This is an optimization exercise on Yosys and OpenROAD, whose aim is small area, not a production implementation. Where RTL was checked, it was by simulation tests only, not by an equivalence proof against the original. Power figures rest on the tool's default switching activity, not on a simulated workload. The flow treats the clock pin as an ideal source, which a real chip does not have.

==> juniper <==
==> flow/design.v <==
`default_nettype none
`timescale 1ns/10ps
module sha1_core (
	input  logic           clk,
	input  logic           reset,
	input  logic           start,
	input  logic [511:0]   block,
	output logic           busy,
	output logic           done,
	output logic [159:0]   hash
);
	localparam logic [31:0] iv0 = 32'h67452301;
	localparam logic [31:0] iv1 = 32'hEFCDAB89;
	localparam logic [31:0] iv2 = 32'h98BADCFE;
	localparam logic [31:0] iv3 = 32'h10325476;
	localparam logic [31:0] iv4 = 32'hC3D2E1F0;
	localparam logic [31:0] k0  = 32'h5A827999;
	localparam logic [31:0] k1  = 32'h6ED9EBA1;
	localparam logic [31:0] k2  = 32'h8F1BBCDC;
	localparam logic [31:0] k3  = 32'hCA62C1D6;
	localparam logic [2:0] ph_load = 3'd7;
	logic         accept;
	logic         j;
	logic [4:0]   sub;
	logic [2:0]   ph;
	logic         pseudo;
	logic         pre;
	logic         post;
	logic         wrap;
	logic         last;
	assign accept = start & ~busy;
	assign pseudo = ph[2];
	assign pre    = ph[2] & ph[0];
	assign post   = ph[2] & ~ph[0];
	assign wrap   = pseudo ? (sub == 5'd4) : (sub == 5'd19);
	assign last   = post & wrap & j;
	always_ff @(posedge clk)
	begin
		if (accept)
		begin
			j   <= 1'b0;
			sub <= 5'd0;
			ph  <= ph_load;
		end
		else
		begin
			j <= ~j;
			if (j)
			begin
				sub <= wrap ? 5'd0 : sub + 5'd1;
				ph  <= wrap ? ph + 3'd1 : ph;
			end
		end
	end
	always_ff @(posedge clk)
	begin
		if (reset)
		begin
			busy <= 1'b0;
			done <= 1'b0;
		end
		else
		begin
			done <= busy & last;
			if (accept)
				busy <= 1'b1;
			else if (last)
				busy <= 1'b0;
		end
	end
	logic        e_rot;
	logic        e_unrot;
	logic        expand;
	logic [1:0]  grp;
	logic [31:0] kw;
	logic [15:0] kd;
	assign grp     = ph[1:0];
	assign expand  = ~ph[2] & (ph[1] | ph[0] | sub[4]);
	assign e_unrot = post & (sub[2] | (sub[1] & sub[0]));
	assign e_rot   = ~pre & ~e_unrot;
	always_comb
	begin
		if (pseudo)
			case (sub[2:0])
				3'd0:    kw = pre ? {iv4[29:0], iv4[31:30]} : iv4;
				3'd1:    kw = pre ? {iv3[29:0], iv3[31:30]} : iv3;
				3'd2:    kw = pre ? {iv2[29:0], iv2[31:30]} : iv2;
				3'd3:    kw = iv1;
				default: kw = iv0;
			endcase
		else
			case (grp)
				2'd0:    kw = k0;
				2'd1:    kw = k1;
				2'd2:    kw = k2;
				default: kw = k3;
			endcase
	end
	assign kd = j ? kw[31:16] : kw[15:0];
	logic [161:0] ws;
	logic [15:0]  dg [0:9];
	logic [1:0]   d10;
	always_comb
	begin
		for (int i = 0; i < 10; i++)
			dg[i] = ws[159 - 16*i -: 16];
	end
	assign d10 = ws[161:160];
	logic [15:0] op_a;
	logic [15:0] op_b;
	logic [15:0] op_c;
	logic [15:0] op_d;
	logic [15:0] op_e;
	logic [15:0] op_f;
	logic [15:0] op_w;
	logic [15:0] t_d;
	assign op_a = {dg[1][10:0], j ? dg[2][15:11] : dg[0][15:11]};
	assign op_b = dg[3];
	assign op_c = {j ? dg[6][1:0] : dg[4][1:0], dg[5][15:2]};
	assign op_d = {j ? dg[8][1:0] : dg[6][1:0], dg[7][15:2]};
	always_comb
	begin
		if (e_rot)
			op_e = {j ? d10 : dg[8][1:0], dg[9][15:2]};
		else if (e_unrot)
			op_e = dg[9];
		else
			op_e = 16'd0;
	end
	always_comb
	begin
		case (grp)
			2'd0:    op_f = (op_b & op_c) | (~op_b & op_d);
			2'd2:    op_f = (op_b & op_c) | (op_b & op_d) | (op_c & op_d);
			default: op_f = op_b ^ op_c ^ op_d;
		endcase
	end
	logic [511:0] ss;
	logic [15:0]  sd [0:31];
	logic         pol;
	logic [15:0]  xb;
	logic         xtop;
	logic         xsave;
	logic [15:0]  wx;
	logic [15:0]  ring_in;
	logic [15:0]  wd;
	always_comb
	begin
		for (int i = 0; i < 32; i++)
			sd[i] = ss[16*i +: 16];
	end
	assign pol = ~j;
	assign xb   = sd[5] ^ sd[15] ^ sd[27] ^ sd[31];
	assign xtop = j ? xsave : (sd[4][15] ^ sd[14][15] ^ sd[26][15] ^ sd[30][15]);
	assign wx   = {xb[14:0], xtop};
	assign ring_in = expand ? (wx ^ {16{pol}}) : sd[31];
	assign wd      = ring_in ^ {16{pol}};
	assign op_w    = wd;
	always_ff @(posedge clk)
		xsave <= xb[15];
	logic [511:0] ss_load;
	always_comb
	begin
		for (int k = 0; k < 16; k++)
		begin
			ss_load[16*((53 - 2*k) % 32) +: 16] = block[(15 - k)*32 +: 16];
			ss_load[16*((52 - 2*k) % 32) +: 16] = block[(15 - k)*32 + 16 +: 16];
		end
	end
	always_ff @(posedge clk)
	begin
		if (accept)
			ss <= ~ss_load;
		else
			ss <= ~{ss[495:0], ring_in};
	end
	logic [3:0]  cy;
	logic [3:0]  cin;
	logic [15:0] s1, c1, s2, c2, s3, c3;
	logic [16:0] rc;
	assign cin = j ? cy : 4'd0;
	logic [15:0] s1g, c1g;
	assign s1  = op_a ^ op_f ^ op_w;
	assign c1  = (op_a & op_f) | (op_a & op_w) | (op_f & op_w);
	assign s1g = pseudo ? 16'd0 : s1;
	assign c1g = pseudo ? 16'd0 : c1;
	logic [15:0] c1s;
	assign c1s = {c1g[14:0], cin[0]};
	assign s2 = s1g ^ c1s ^ op_e;
	assign c2 = (s1g & c1s) | (s1g & op_e) | (c1s & op_e);
	logic [15:0] c2s;
	assign c2s = {c2[14:0], cin[1]};
	assign s3 = s2 ^ c2s ^ kd;
	assign c3 = (s2 & c2s) | (s2 & kd) | (c2s & kd);
	logic [15:0] c3s;
	assign c3s = {c3[14:0], cin[2]};
	always_comb
	begin
		rc[0] = cin[3];
		for (int i = 0; i < 16; i++)
		begin
			t_d[i]    = s3[i] ^ c3s[i] ^ rc[i];
			rc[i + 1] = (s3[i] & c3s[i]) | (s3[i] & rc[i]) | (c3s[i] & rc[i]);
		end
	end
	always_ff @(posedge clk)
	begin
		cy <= {rc[16], c3[15], c2[15], c1g[15]};
		ws <= {ws[1:0], t_d, ws[159:16]};
	end
	assign hash = ws[159:0];
endmodule
`default_nettype wire
==> flow/flow/run.sh <==
#!/bin/bash
# Standard layout, with plain buf_1 cells as the port buffers and a clock
# tree of larger sink clusters without dummy loads.
set -euo pipefail
export BUFFER_PORTS_ARGS="-buffer_cell sky130_fd_sc_hd__buf_1"
export CTS_ARGS="$(cat flow/cts_args.txt)"
bash standard.sh > standard_flow.log 2>&1
==> flow/flow/cts_args.txt <==
-sink_clustering_enable -repair_clock_nets -dont_use_dummy_load -sink_clustering_size 30 -sink_clustering_max_diameter 200 -buf_list sky130_fd_sc_hd__clkbuf_16
==> flow/standard.sh <==
#!/bin/bash
# synth_recipe.tcl (not shown) runs the flow's synth.tcl, then flattens the netlist and writes it again
# the make line also repeats each setting of config.mk as NAME=value (left out here)
make -C /OpenROAD-flow-scripts/flow DESIGN_CONFIG=/design/flow/config.mk WORK_HOME=/design/flow/orfs CLKGATE_MAP_FILE= SYNTH_SCRIPT=/design/flow/synth_recipe.tcl "${@:-finish}"
==> flow/config.mk <==
export PLATFORM = sky130hd
export DESIGN_NAME = sha1_core
export DESIGN_NICKNAME = sha1_core
export VERILOG_FILES = /design/flow/design.v
export SDC_FILE = /design/flow/constraint.sdc
export NUM_CORES = 4
export LEC_CHECK = 0
export CAP_MARGIN = 0
export CORE_MARGIN = 2
export CORE_UTILIZATION = 60
export SLEW_MARGIN = 0
==> flow/constraint.sdc <==
create_clock -name core_clock -period 10.0 [get_ports {clk}]
set_input_delay 2.0000 -clock core_clock [delete_from_list [all_inputs] [get_ports {clk}]]
set_output_delay 2.0000 -clock core_clock [all_outputs]
set_load 0.01 [all_outputs]
==> inputs of sierra, as changes to juniper <==
==> flow/design.v (replaced) <==
`default_nettype none
`timescale 1ns/10ps
module sha1_core (
	input  logic           clk,
	input  logic           reset,
	input  logic           start,
	input  logic [511:0]   block,
	output logic           busy,
	output logic           done,
	output logic [159:0]   hash
);
	localparam logic [31:0] iv0 = 32'h67452301;
	localparam logic [31:0] iv1 = 32'hEFCDAB89;
	localparam logic [31:0] iv2 = 32'h98BADCFE;
	localparam logic [31:0] iv3 = 32'h10325476;
	localparam logic [31:0] iv4 = 32'hC3D2E1F0;
	localparam logic [31:0] k0  = 32'h5A827999;
	localparam logic [31:0] k1  = 32'h6ED9EBA1;
	localparam logic [31:0] k2  = 32'h8F1BBCDC;
	localparam logic [31:0] k3  = 32'hCA62C1D6;
	localparam logic [7:0] last_cnt = 8'd179;
	logic         accept;
	logic [7:0]   cnt;
	logic [6:0]   r;
	logic         j;
	logic         last;
	assign accept = start & ~busy;
	assign r      = cnt[7:1];
	assign j      = cnt[0];
	assign last   = (cnt == last_cnt);
	always_ff @(posedge clk)
	begin
		if (accept)
			cnt <= 8'd0;
		else
			cnt <= cnt + 8'd1;
	end
	always_ff @(posedge clk)
	begin
		if (reset)
		begin
			busy <= 1'b0;
			done <= 1'b0;
		end
		else
		begin
			done <= busy & last;
			if (accept)
				busy <= 1'b1;
			else if (last)
				busy <= 1'b0;
		end
	end
	logic        pre;
	logic        post;
	logic        e_rot;
	logic        e_unrot;
	logic        expand;
	logic [1:0]  grp;
	logic [31:0] kw;
	logic [15:0] kd;
	assign pre    = (r < 7'd5);
	assign post   = (r >= 7'd85);
	assign expand = (r >= 7'd21);
	assign e_unrot = (r >= 7'd88);
	assign e_rot   = ~pre & ~e_unrot;
	always_comb
	begin
		if (r < 7'd25)
			grp = 2'd0;
		else if (r < 7'd45)
			grp = 2'd1;
		else if (r < 7'd65)
			grp = 2'd2;
		else
			grp = 2'd3;
	end
	always_comb
	begin
		case (r)
			7'd0:    kw = {iv4[29:0], iv4[31:30]};
			7'd1:    kw = {iv3[29:0], iv3[31:30]};
			7'd2:    kw = {iv2[29:0], iv2[31:30]};
			7'd3:    kw = iv1;
			7'd4:    kw = iv0;
			7'd85:   kw = iv4;
			7'd86:   kw = iv3;
			7'd87:   kw = iv2;
			7'd88:   kw = iv1;
			7'd89:   kw = iv0;
			default:
				case (grp)
					2'd0:    kw = k0;
					2'd1:    kw = k1;
					2'd2:    kw = k2;
					default: kw = k3;
				endcase
		endcase
	end
	assign kd = j ? kw[31:16] : kw[15:0];
	logic [161:0] ws;
	logic [15:0]  dg [0:9];
	logic [1:0]   d10;
	always_comb
	begin
		for (int i = 0; i < 10; i++)
			dg[i] = ws[159 - 16*i -: 16];
	end
	assign d10 = ws[161:160];
	logic [15:0] op_a;
	logic [15:0] op_b;
	logic [15:0] op_c;
	logic [15:0] op_d;
	logic [15:0] op_e;
	logic [15:0] op_f;
	logic [15:0] op_w;
	logic [15:0] t_d;
	assign op_a = (pre | post) ? 16'd0 : {dg[1][10:0], j ? dg[2][15:11] : dg[0][15:11]};
	assign op_b = dg[3];
	assign op_c = {j ? dg[6][1:0] : dg[4][1:0], dg[5][15:2]};
	assign op_d = {j ? dg[8][1:0] : dg[6][1:0], dg[7][15:2]};
	always_comb
	begin
		if (e_rot)
			op_e = {j ? d10 : dg[8][1:0], dg[9][15:2]};
		else if (e_unrot)
			op_e = dg[9];
		else
			op_e = 16'd0;
	end
	always_comb
	begin
		if (pre | post)
			op_f = 16'd0;
		else
			case (grp)
				2'd0:    op_f = (op_b & op_c) | (~op_b & op_d);
				2'd2:    op_f = (op_b & op_c) | (op_b & op_d) | (op_c & op_d);
				default: op_f = op_b ^ op_c ^ op_d;
			endcase
	end
	logic [511:0] ss;
	logic [15:0]  sd [0:31];
	logic [15:0]  xb;
	logic         xtop;
	logic         xsave;
	logic [15:0]  wd;
	always_comb
	begin
		for (int i = 0; i < 32; i++)
			sd[i] = ss[16*i +: 16];
	end
	assign xb   = sd[5] ^ sd[15] ^ sd[27] ^ sd[31];
	assign xtop = j ? xsave : (sd[4][15] ^ sd[14][15] ^ sd[26][15] ^ sd[30][15]);
	assign wd   = expand ? {xb[14:0], xtop} : sd[31];
	assign op_w = (pre | post) ? 16'd0 : wd;
	always_ff @(posedge clk)
		xsave <= xb[15];
	logic [511:0] ss_load;
	always_comb
	begin
		for (int k = 0; k < 16; k++)
		begin
			ss_load[16*((53 - 2*k) % 32) +: 16] = block[(15 - k)*32 +: 16];
			ss_load[16*((52 - 2*k) % 32) +: 16] = block[(15 - k)*32 + 16 +: 16];
		end
	end
	always_ff @(posedge clk)
	begin
		if (accept)
			ss <= ss_load;
		else
			ss <= {ss[495:0], wd};
	end
	logic [3:0]  cy;
	logic [3:0]  cin;
	logic [15:0] s1, c1, s2, c2, s3, c3;
	logic [16:0] rc;
	assign cin = j ? cy : 4'd0;
	assign s1 = op_a ^ op_f ^ op_e;
	assign c1 = (op_a & op_f) | (op_a & op_e) | (op_f & op_e);
	logic [15:0] c1s;
	assign c1s = {c1[14:0], cin[0]};
	assign s2 = s1 ^ c1s ^ op_w;
	assign c2 = (s1 & c1s) | (s1 & op_w) | (c1s & op_w);
	logic [15:0] c2s;
	assign c2s = {c2[14:0], cin[1]};
	assign s3 = s2 ^ c2s ^ kd;
	assign c3 = (s2 & c2s) | (s2 & kd) | (c2s & kd);
	logic [15:0] c3s;
	assign c3s = {c3[14:0], cin[2]};
	always_comb
	begin
		rc[0] = cin[3];
		for (int i = 0; i < 16; i++)
		begin
			t_d[i]    = s3[i] ^ c3s[i] ^ rc[i];
			rc[i + 1] = (s3[i] & c3s[i]) | (s3[i] & rc[i]) | (c3s[i] & rc[i]);
		end
	end
	always_ff @(posedge clk)
	begin
		cy <= {rc[16], c3[15], c2[15], c1[15]};
		ws <= {ws[1:0], t_d, ws[159:16]};
	end
	assign hash = ws[159:0];
endmodule
`default_nettype wire
==> flow/run.sh (new file) <==
#!/bin/bash
# synth_recipe.tcl (not shown) runs the flow's synth.tcl, then flattens the netlist and writes it again
# the make line also repeats each setting of config.mk as NAME=value (left out here)
make -C /OpenROAD-flow-scripts/flow DESIGN_CONFIG=/design/flow/config.mk WORK_HOME=/design/flow/orfs CLKGATE_MAP_FILE= SYNTH_SCRIPT=/design/flow/synth_recipe.tcl finish
Settings changed: CAP_MARGIN 0 to 20, CTS_BUF_LIST set to sky130_fd_sc_hd__clkbuf_4, SLEW_MARGIN 0 to 20.
removed: flow/flow/run.sh
removed: flow/flow/cts_args.txt
removed: flow/standard.sh
==> inputs of nickel, as changes to juniper <==
==> flow/design.v (replaced) <==
`default_nettype none
`timescale 1ns/10ps
module sha1_core (
	input  logic           clk,
	input  logic           reset,
	input  logic           start,
	input  logic [511:0]   block,
	output logic           busy,
	output logic           done,
	output logic [159:0]   hash
);
	localparam logic [31:0] iv0 = 32'h67452301;
	localparam logic [31:0] iv1 = 32'hEFCDAB89;
	localparam logic [31:0] iv2 = 32'h98BADCFE;
	localparam logic [31:0] iv3 = 32'h10325476;
	localparam logic [31:0] iv4 = 32'hC3D2E1F0;
	localparam logic [31:0] k0  = 32'h5A827999;
	localparam logic [31:0] k1  = 32'h6ED9EBA1;
	localparam logic [31:0] k2  = 32'h8F1BBCDC;
	localparam logic [31:0] k3  = 32'hCA62C1D6;
	localparam logic [7:0] last_cnt = 8'd179;
	logic         accept;
	logic [7:0]   cnt;
	logic [6:0]   r;
	logic         j;
	logic         last;
	assign accept = start & ~busy;
	assign r      = cnt[7:1];
	assign j      = cnt[0];
	assign last   = (cnt == last_cnt);
	always_ff @(posedge clk)
	begin
		if (accept)
			cnt <= 8'd0;
		else
			cnt <= cnt + 8'd1;
	end
	always_ff @(posedge clk)
	begin
		if (reset)
		begin
			busy <= 1'b0;
			done <= 1'b0;
		end
		else
		begin
			done <= busy & last;
			if (accept)
				busy <= 1'b1;
			else if (last)
				busy <= 1'b0;
		end
	end
	logic        pre;
	logic        post;
	logic        e_rot;
	logic        e_unrot;
	logic        expand;
	logic [1:0]  grp;
	logic [31:0] kw;
	logic [15:0] kd;
	assign pre    = (r < 7'd5);
	assign post   = (r >= 7'd85);
	assign expand = (r >= 7'd21);
	assign e_unrot = (r >= 7'd88);
	assign e_rot   = ~pre & ~e_unrot;
	always_comb
	begin
		if (r < 7'd25)
			grp = 2'd0;
		else if (r < 7'd45)
			grp = 2'd1;
		else if (r < 7'd65)
			grp = 2'd2;
		else
			grp = 2'd3;
	end
	always_comb
	begin
		case (r)
			7'd0:    kw = {iv4[29:0], iv4[31:30]};
			7'd1:    kw = {iv3[29:0], iv3[31:30]};
			7'd2:    kw = {iv2[29:0], iv2[31:30]};
			7'd3:    kw = iv1;
			7'd4:    kw = iv0;
			7'd85:   kw = iv4;
			7'd86:   kw = iv3;
			7'd87:   kw = iv2;
			7'd88:   kw = iv1;
			7'd89:   kw = iv0;
			default:
				case (grp)
					2'd0:    kw = k0;
					2'd1:    kw = k1;
					2'd2:    kw = k2;
					default: kw = k3;
				endcase
		endcase
	end
	assign kd = j ? kw[31:16] : kw[15:0];
	logic [161:0] ws;
	logic [15:0]  dg [0:9];
	logic [1:0]   d10;
	always_comb
	begin
		for (int i = 0; i < 10; i++)
			dg[i] = ws[159 - 16*i -: 16];
	end
	assign d10 = ws[161:160];
	logic [15:0] op_a;
	logic [15:0] op_b;
	logic [15:0] op_c;
	logic [15:0] op_d;
	logic [15:0] op_e;
	logic [15:0] op_f;
	logic [15:0] op_w;
	logic [15:0] t_d;
	assign op_a = (pre | post) ? 16'd0 : {dg[1][10:0], j ? dg[2][15:11] : dg[0][15:11]};
	assign op_b = dg[3];
	assign op_c = {j ? dg[6][1:0] : dg[4][1:0], dg[5][15:2]};
	assign op_d = {j ? dg[8][1:0] : dg[6][1:0], dg[7][15:2]};
	always_comb
	begin
		if (e_rot)
			op_e = {j ? d10 : dg[8][1:0], dg[9][15:2]};
		else if (e_unrot)
			op_e = dg[9];
		else
			op_e = 16'd0;
	end
	always_comb
	begin
		if (pre | post)
			op_f = 16'd0;
		else
			case (grp)
				2'd0:    op_f = (op_b & op_c) | (~op_b & op_d);
				2'd2:    op_f = (op_b & op_c) | (op_b & op_d) | (op_c & op_d);
				default: op_f = op_b ^ op_c ^ op_d;
			endcase
	end
	logic [511:0] ss;
	logic [15:0]  sd [0:31];
	logic [15:0]  xb;
	logic         xtop;
	logic         xsave;
	logic [15:0]  wd;
	always_comb
	begin
		for (int i = 0; i < 32; i++)
			sd[i] = ss[16*i +: 16];
	end
	assign xb   = sd[5] ^ sd[15] ^ sd[27] ^ sd[31];
	assign xtop = j ? xsave : (sd[4][15] ^ sd[14][15] ^ sd[26][15] ^ sd[30][15]);
	assign wd   = expand ? {xb[14:0], xtop} : sd[31];
	assign op_w = (pre | post) ? 16'd0 : wd;
	always_ff @(posedge clk)
		xsave <= xb[15];
	logic [511:0] ss_load;
	always_comb
	begin
		for (int k = 0; k < 16; k++)
		begin
			ss_load[16*((53 - 2*k) % 32) +: 16] = block[(15 - k)*32 +: 16];
			ss_load[16*((52 - 2*k) % 32) +: 16] = block[(15 - k)*32 + 16 +: 16];
		end
	end
	always_ff @(posedge clk)
	begin
		if (accept)
			ss <= ss_load;
		else
			ss <= {ss[495:0], wd};
	end
	logic [3:0]  cy;
	logic [3:0]  cin;
	logic [15:0] s1, c1, s2, c2, s3, c3;
	logic [16:0] rc;
	assign cin = j ? cy : 4'd0;
	assign s1 = op_a ^ op_f ^ op_e;
	assign c1 = (op_a & op_f) | (op_a & op_e) | (op_f & op_e);
	logic [15:0] c1s;
	assign c1s = {c1[14:0], cin[0]};
	assign s2 = s1 ^ c1s ^ op_w;
	assign c2 = (s1 & c1s) | (s1 & op_w) | (c1s & op_w);
	logic [15:0] c2s;
	assign c2s = {c2[14:0], cin[1]};
	assign s3 = s2 ^ c2s ^ kd;
	assign c3 = (s2 & c2s) | (s2 & kd) | (c2s & kd);
	logic [15:0] c3s;
	assign c3s = {c3[14:0], cin[2]};
	always_comb
	begin
		rc[0] = cin[3];
		for (int i = 0; i < 16; i++)
		begin
			t_d[i]    = s3[i] ^ c3s[i] ^ rc[i];
			rc[i + 1] = (s3[i] & c3s[i]) | (s3[i] & rc[i]) | (c3s[i] & rc[i]);
		end
	end
	always_ff @(posedge clk)
	begin
		cy <= {rc[16], c3[15], c2[15], c1[15]};
		ws <= {ws[1:0], t_d, ws[159:16]};
	end
	assign hash = ws[159:0];
endmodule
`default_nettype wire
==> flow/run.sh (new file) <==
#!/bin/bash
# synth_recipe.tcl (not shown) runs the flow's synth.tcl, then flattens the netlist and writes it again
# the make line also repeats each setting of config.mk as NAME=value (left out here)
make -C /OpenROAD-flow-scripts/flow DESIGN_CONFIG=/design/flow/config.mk WORK_HOME=/design/flow/orfs CLKGATE_MAP_FILE= SYNTH_SCRIPT=/design/flow/synth_recipe.tcl finish
Settings changed: CAP_MARGIN 0 to 20, CORE_UTILIZATION 60 to 40, SLEW_MARGIN 0 to 20.
removed: flow/flow/run.sh
removed: flow/flow/cts_args.txt
removed: flow/standard.sh
==> inputs of onyx, as changes to juniper <==
--- a/flow/design.v
+++ b/flow/design.v
@@ -180,18 +180,15 @@
 	logic [16:0] rc;
 	assign cin = j ? cy : 4'd0;
 	logic [15:0] s1g, c1g;
-	assign s1  = op_a ^ op_f ^ op_w;
-	assign c1  = (op_a & op_f) | (op_a & op_w) | (op_f & op_w);
+	always_comb for (int i = 0; i < 16; i++) {c1[i], s1[i]} = {1'b0, op_a[i]} + {1'b0, op_f[i]} + {1'b0, op_w[i]};
 	assign s1g = pseudo ? 16'd0 : s1;
 	assign c1g = pseudo ? 16'd0 : c1;
 	logic [15:0] c1s;
 	assign c1s = {c1g[14:0], cin[0]};
-	assign s2 = s1g ^ c1s ^ op_e;
-	assign c2 = (s1g & c1s) | (s1g & op_e) | (c1s & op_e);
+	always_comb for (int i = 0; i < 16; i++) {c2[i], s2[i]} = {1'b0, s1g[i]} + {1'b0, c1s[i]} + {1'b0, op_e[i]};
 	logic [15:0] c2s;
 	assign c2s = {c2[14:0], cin[1]};
-	assign s3 = s2 ^ c2s ^ kd;
-	assign c3 = (s2 & c2s) | (s2 & kd) | (c2s & kd);
+	always_comb for (int i = 0; i < 16; i++) {c3[i], s3[i]} = {1'b0, s2[i]} + {1'b0, c2s[i]} + {1'b0, kd[i]};
 	logic [15:0] c3s;
 	assign c3s = {c3[14:0], cin[2]};
 	always_comb
@@ -199,8 +196,7 @@
 		rc[0] = cin[3];
 		for (int i = 0; i < 16; i++)
 		begin
-			t_d[i]    = s3[i] ^ c3s[i] ^ rc[i];
-			rc[i + 1] = (s3[i] & c3s[i]) | (s3[i] & rc[i]) | (c3s[i] & rc[i]);
+			{rc[i + 1], t_d[i]} = {1'b0, s3[i]} + {1'b0, c3s[i]} + {1'b0, rc[i]};
 		end
 	end
 	always_ff @(posedge clk)
Settings changed: CAP_MARGIN 0 to 20, SLEW_MARGIN 0 to 20.
==> qor summary <==
item                                                                          sierra             nickel                onyx             juniper
Row count                                                                         74                 90                  73                  73
Via-per-instance ratio                                                          5.37               4.83                5.32                5.27
Sum of routed wire segments on met1                                         28600 um           32500 um            28500 um            30000 um
Pre-CTS setup slack                                                          2.77 ps            4.13 ps            -48.6 ps              395 ps
Mean instance size in the synthesized netlist                               13.5 um2           13.5 um2            13.2 um2            13.3 um2
Routed Wire Length                                                          81000 um           84700 um            74200 um            71600 um
Clock-cell share of area                                                      0.0601             0.0704              0.0234              0.0235
Outcome                                                     timing/DRC/antenna clean  timing/DRC/antenna clean  timing/DRC/antenna clean  timing/DRC/antenna clean
Core Box Area                                                              40600 um2          60500 um2           39600 um2           39700 um2
Switching Power                                                            0.00248 W          0.00242 W           0.00235 W           0.00224 W
Setup crit start                                                   cnt[2]$_SDFF_PP0_  cnt[2]$_SDFF_PP0_  ph[0]$_SDFFE_PP1P_  ph[0]$_SDFFE_PP1P_
Buffer count excluding the clock tree in the final layout                        703                708                 709                 694
Global-route track usage on met3                                               0.138             0.0834               0.102              0.0883
Post-synthesis sequential element count                                          689                689                 690                 690
Fraction of area in multi-input gates                                          0.297              0.291               0.346               0.350
Number of antenna violations at the first check in global routing                 32                 38                  18                  15
Part of the Yosys area used for sequential elements                            0.562              0.562               0.576               0.572
Largest net degree at the start of global routing                                210                183                 140                 133
Die outline area                                                           42500 um2          63300 um2           41600 um2           41800 um2
Shortest period the worst path allows                                        9710 ps            9770 ps             9610 ps             9510 ps
Maximum vdd drop                                                            0.165 mV           0.150 mV            0.172 mV            0.268 mV
Clock buffer count from CTS                                                      170                 72                  26                  26
Fraction of the core area covered by cells at the end of the flow              0.835              0.572               0.700               0.698
Post-Place Cells                                                                2962               3217                2958                2936
Function not checked in juniper: the RTL went through the layout flow alone.

## port drivers added, routing unchanged
No port has a modelled driver above. Below, the same layouts with a new extraction and two added sets of constraints.
Step 1, drivers: a clkbuf_16 drives clk and a buf_2 each remaining input, both assumed.
Step 2 times the ports against the registers' clock, not the clock port: input delays grow and output delays shrink by t, the midpoint of the rising clock arrivals with the driver on.
Slacks: ideal ports / drivers / drivers and shift; pairs: ideal ports / drivers.
run	t, ns	setup WS [ns]	clock arrival spread, ns	worst data-port slew with drivers (ns)	cell pins on the clock port's net
juniper	0.648	0.486 / 0.486 / 0.486	0.060 / 0.060	0.14	1
sierra	1.024	0.286 / 0.286 / 0.286	0.051 / 0.052	0.16	1
nickel	0.667	0.231 / 0.231 / 0.231	0.019 / 0.020	0.17	1
onyx	0.651	0.392 / 0.392 / 0.392	0.035 / 0.036	0.15	1
After both steps every run listed still meets setup and hold.
